This is an optimization exercise on Yosys and OpenROAD, whose aim is small area and few clock cycles, not a production implementation.
In this exercise RTL edits were held to simulation tests only and were not proved equivalent to the original.
Power figures rest on the tool's default switching activity, not on a simulated workload.

## xenon
## bracket_quote_value_checker_core
module bracket_quote_value_checker_core (
   input  logic        clock,
   input  logic        reset,
   input  logic        req_valid,
   output logic        req_ready,
   input  logic [7:0]  req_text_byte,
   input  logic        req_end_of_text,
   output logic        rsp_valid,
   input  logic        rsp_ready,
   output logic        rsp_has_byte,
   output logic [7:0]  rsp_value_byte,
   output logic        rsp_terminated,
   output logic [3:0]  rsp_error_code,
   output logic [15:0] rsp_error_pos,
   output logic [15:0] rsp_error_len,
   output logic        rsp_last_result,
   input  logic        csr_valid,
   output logic        csr_ready,
   input  logic        csr_at_mode
);
For scale: roughly 1100 cells after synthesis, about 65 I/O pins, about 0.013 mm² of cells after synthesis.
==> flow/config.mk <==
export PLATFORM = sky130hd
export DESIGN_NAME = bracket_quote_value_checker_core
export DESIGN_NICKNAME = bracket_quote_value_checker_core
export VERILOG_FILES = /design/flow/design.v
export SDC_FILE = /design/flow/constraint.sdc
export NUM_CORES = 4
export LEC_CHECK = 0
export CAP_MARGIN = 20
export CORE_MARGIN = 2
export CORE_UTILIZATION = 65
export CTS_CLUSTER_DIAMETER = 100
export CTS_CLUSTER_SIZE = 36
export PLACE_DENSITY = 0.85
export SLEW_MARGIN = 20
export SYNTH_HIERARCHICAL = 1
==> flow/constraint.sdc <==
create_clock -name core_clock -period 6.0 [get_ports {clock}]
set_input_delay 1.2000 -clock core_clock [delete_from_list [all_inputs] [get_ports {clock}]]
set_output_delay 1.2000 -clock core_clock [all_outputs]
set_load 0.01 [all_outputs]
standard.sh (not shown) runs the stock make flow with config.mk's settings and CLKGATE_MAP_FILE= SYNTH_SCRIPT=/design/flow/synth_recipe.tcl, a recipe that flattens the netlist after the stock synthesis.
==> flow/flow/run.sh <==
#!/bin/bash
# The standard layout, with three changes:
#  - synthesis maps the logic with an area-oriented ABC script (flow/abc_map.script) in
#    place of ORFS's abc_speed.script; everything else in synthesis, and every register,
#    is as in the standard synthesis (the scripts folder is an unchanged copy otherwise);
#  - the port buffers are the smallest plain buffer (buffer_ports otherwise picks a delay cell);
#  - clock tree synthesis adds no dummy loads.
# The make output goes to standard.log; each ORFS step keeps its own log under orfs/logs/.
set -euo pipefail
rm -rf scripts_abc
cp -r "$FLOW_HOME/scripts" scripts_abc
cp flow/abc_map.script scripts_abc/abc_speed.script
bash standard.sh \
  SCRIPTS_DIR="$PWD/scripts_abc" \
  BUFFER_PORTS_ARGS="-buffer_cell sky130_fd_sc_hd__buf_1" \
  CTS_ARGS="-sink_clustering_enable -repair_clock_nets -sink_clustering_size 36 -sink_clustering_max_diameter 100 -dont_use_dummy_load" \
  finish > standard.log 2>&1
==> flow/flow/abc_map.script <==
&get -n
&st
&dch
&nf -a
&st
&syn2
&synch2
&nf -a
&st
&dch
&nf -a
&put
topo
stime -c
Testbench counts of xenon, summed over its fixed seeds: cycles 42,797.
Here is what was changed in the inputs of maple compared with xenon.
# xenon
export LEC_CHECK = 0
export CAP_MARGIN = 20
export CORE_MARGIN = 2
export CORE_UTILIZATION = 65
export CTS_CLUSTER_DIAMETER = 100
export CTS_CLUSTER_SIZE = 36
export PLACE_DENSITY = 0.85
export SLEW_MARGIN = 20
export SYNTH_HIERARCHICAL = 1
create_clock -name core_clock -period 6.0 [get_ports {clock}]
# maple
export LEC_CHECK = 0
export CAP_MARGIN = 20
export CORE_MARGIN = 2
export CORE_UTILIZATION = 65
export CTS_CLUSTER_DIAMETER = 100
export CTS_CLUSTER_SIZE = 30
export PLACE_DENSITY = 0.85
export SLEW_MARGIN = 20
export SYNTH_HIERARCHICAL = 1
create_clock -name core_clock -period 6.0 [get_ports {clock}]
-- flow/flow/run.sh --
<<< xenon, line 16
  CTS_ARGS="-sink_clustering_enable -repair_clock_nets -sink_clustering_size 36 -sink_clustering_max_diameter 100 -dont_use_dummy_load" \
>>> maple, line 16
  CTS_ARGS="-sink_clustering_enable -repair_clock_nets -sink_clustering_size 30 -sink_clustering_max_diameter 100 -dont_use_dummy_load" \
- The post-route clock period utilization was comparable across xenon and maple.
- Between maple and xenon, the setup slack after layout figures differ only marginally.
- Cmp maple vs xenon: internal power of the cells higher in maple
- Compared with xenon, in maple proportion of layout cells with a drive suffix above 1 rose by 0.16 points, global-route usage increased by 0.33 points relative to the old numbers, wire length of the first global-routing pass shows an increase of 470 µm, total wire length after detailed routing shows no meaningful change.
Here is what was changed in the inputs of tundra compared with maple.
# maple
export LEC_CHECK = 0
export CAP_MARGIN = 20
export CORE_MARGIN = 2
export CORE_UTILIZATION = 65
export CTS_CLUSTER_DIAMETER = 100
export CTS_CLUSTER_SIZE = 30
export PLACE_DENSITY = 0.85
export SLEW_MARGIN = 20
export SYNTH_HIERARCHICAL = 1
create_clock -name core_clock -period 6.0 [get_ports {clock}]
# tundra
export LEC_CHECK = 0
export CAP_MARGIN = 20
export CORE_MARGIN = 2
export CORE_UTILIZATION = 60
export CTS_CLUSTER_DIAMETER = 100
export CTS_CLUSTER_SIZE = 30
export PLACE_DENSITY = 0.8
export SLEW_MARGIN = 20
export SYNTH_HIERARCHICAL = 1
create_clock -name core_clock -period 6.0 [get_ports {clock}]
[summary]
Routed length on met1 across maple and tundra: no real change. Wire: tundra routes less than maple. maple → tundra: peak clock frequency supported by timing saw a decrease, part of the cycle the worst path needs increased 0.78 points, sum of internal, switching and leakage power shows no meaningful change, clock latency of the later-clocked register in the worst-skew pair essentially unchanged. Delta (tundra minus maple): cell internal power dissipation was more or less identical; vertical die dimension went up by about 4%.
Edits applied to the flow inputs when going from tundra to nickel:
# tundra
export LEC_CHECK = 0
export CAP_MARGIN = 20
export CORE_MARGIN = 2
export CORE_UTILIZATION = 60
export CTS_CLUSTER_DIAMETER = 100
export CTS_CLUSTER_SIZE = 30
export PLACE_DENSITY = 0.8
export SLEW_MARGIN = 20
export SYNTH_HIERARCHICAL = 1
create_clock -name core_clock -period 6.0 [get_ports {clock}]
# nickel
export LEC_CHECK = 0
export CAP_MARGIN = 20
export CORE_MARGIN = 2
export CORE_UTILIZATION = 70
export CTS_CLUSTER_DIAMETER = 100
export CTS_CLUSTER_SIZE = 30
export PLACE_DENSITY = 0.9
export SLEW_MARGIN = 20
export SYNTH_HIERARCHICAL = 1
create_clock -name core_clock -period 6.0 [get_ports {clock}]
==> comparison <==
Looking at overall track demand over capacity in global routing, nickel sits 4.9 points above tundra.
nickel vs. tundra: share of the core filled with cells in the final layout rose 11 points, via count grew by about 2.1%, final clock period utilization by the worst path shrank by 0.86 points, reported combinational group power has increased, design area stayed essentially flat.
Re number of non-clock buffers: tundra and nickel aren't equal, and the higher value belongs to tundra.

what the ideal ports hide:
Ports are ideal in the flow. The routed layouts listed here were re-timed in OpenROAD. Step 1 sets driving cells, clkbuf_16 on the clock port and buf_2 on the other inputs (assumed; they add their load-dependent delay and slew). Step 2, shift: input delay + t, output delay - t, t = (earliest + latest rising clock arrival at the registers) / 2. This alone moves slack from input paths to output paths. a / b / c = ideal ports / drivers / drivers and shift; a / b = the first two.
run	shift t [ns]	setup slack, ns	worst setup path after step 2	latest minus earliest clock arrival (ns)	worst data-port slew with drivers (ns)
xenon	0.531	0.311 / 0.263 / 0.795	register to output	0.077 / 0.077	0.04
maple	0.541	0.309 / 0.259 / 0.800	register to output	0.048 / 0.048	0.04
tundra	0.540	0.262 / 0.214 / 0.754	register to output	0.036 / 0.036	0.04
nickel	0.534	0.313 / 0.270 / 0.804	register to output	0.039 / 0.039	0.03
After both steps setup and hold are still met in every run listed.
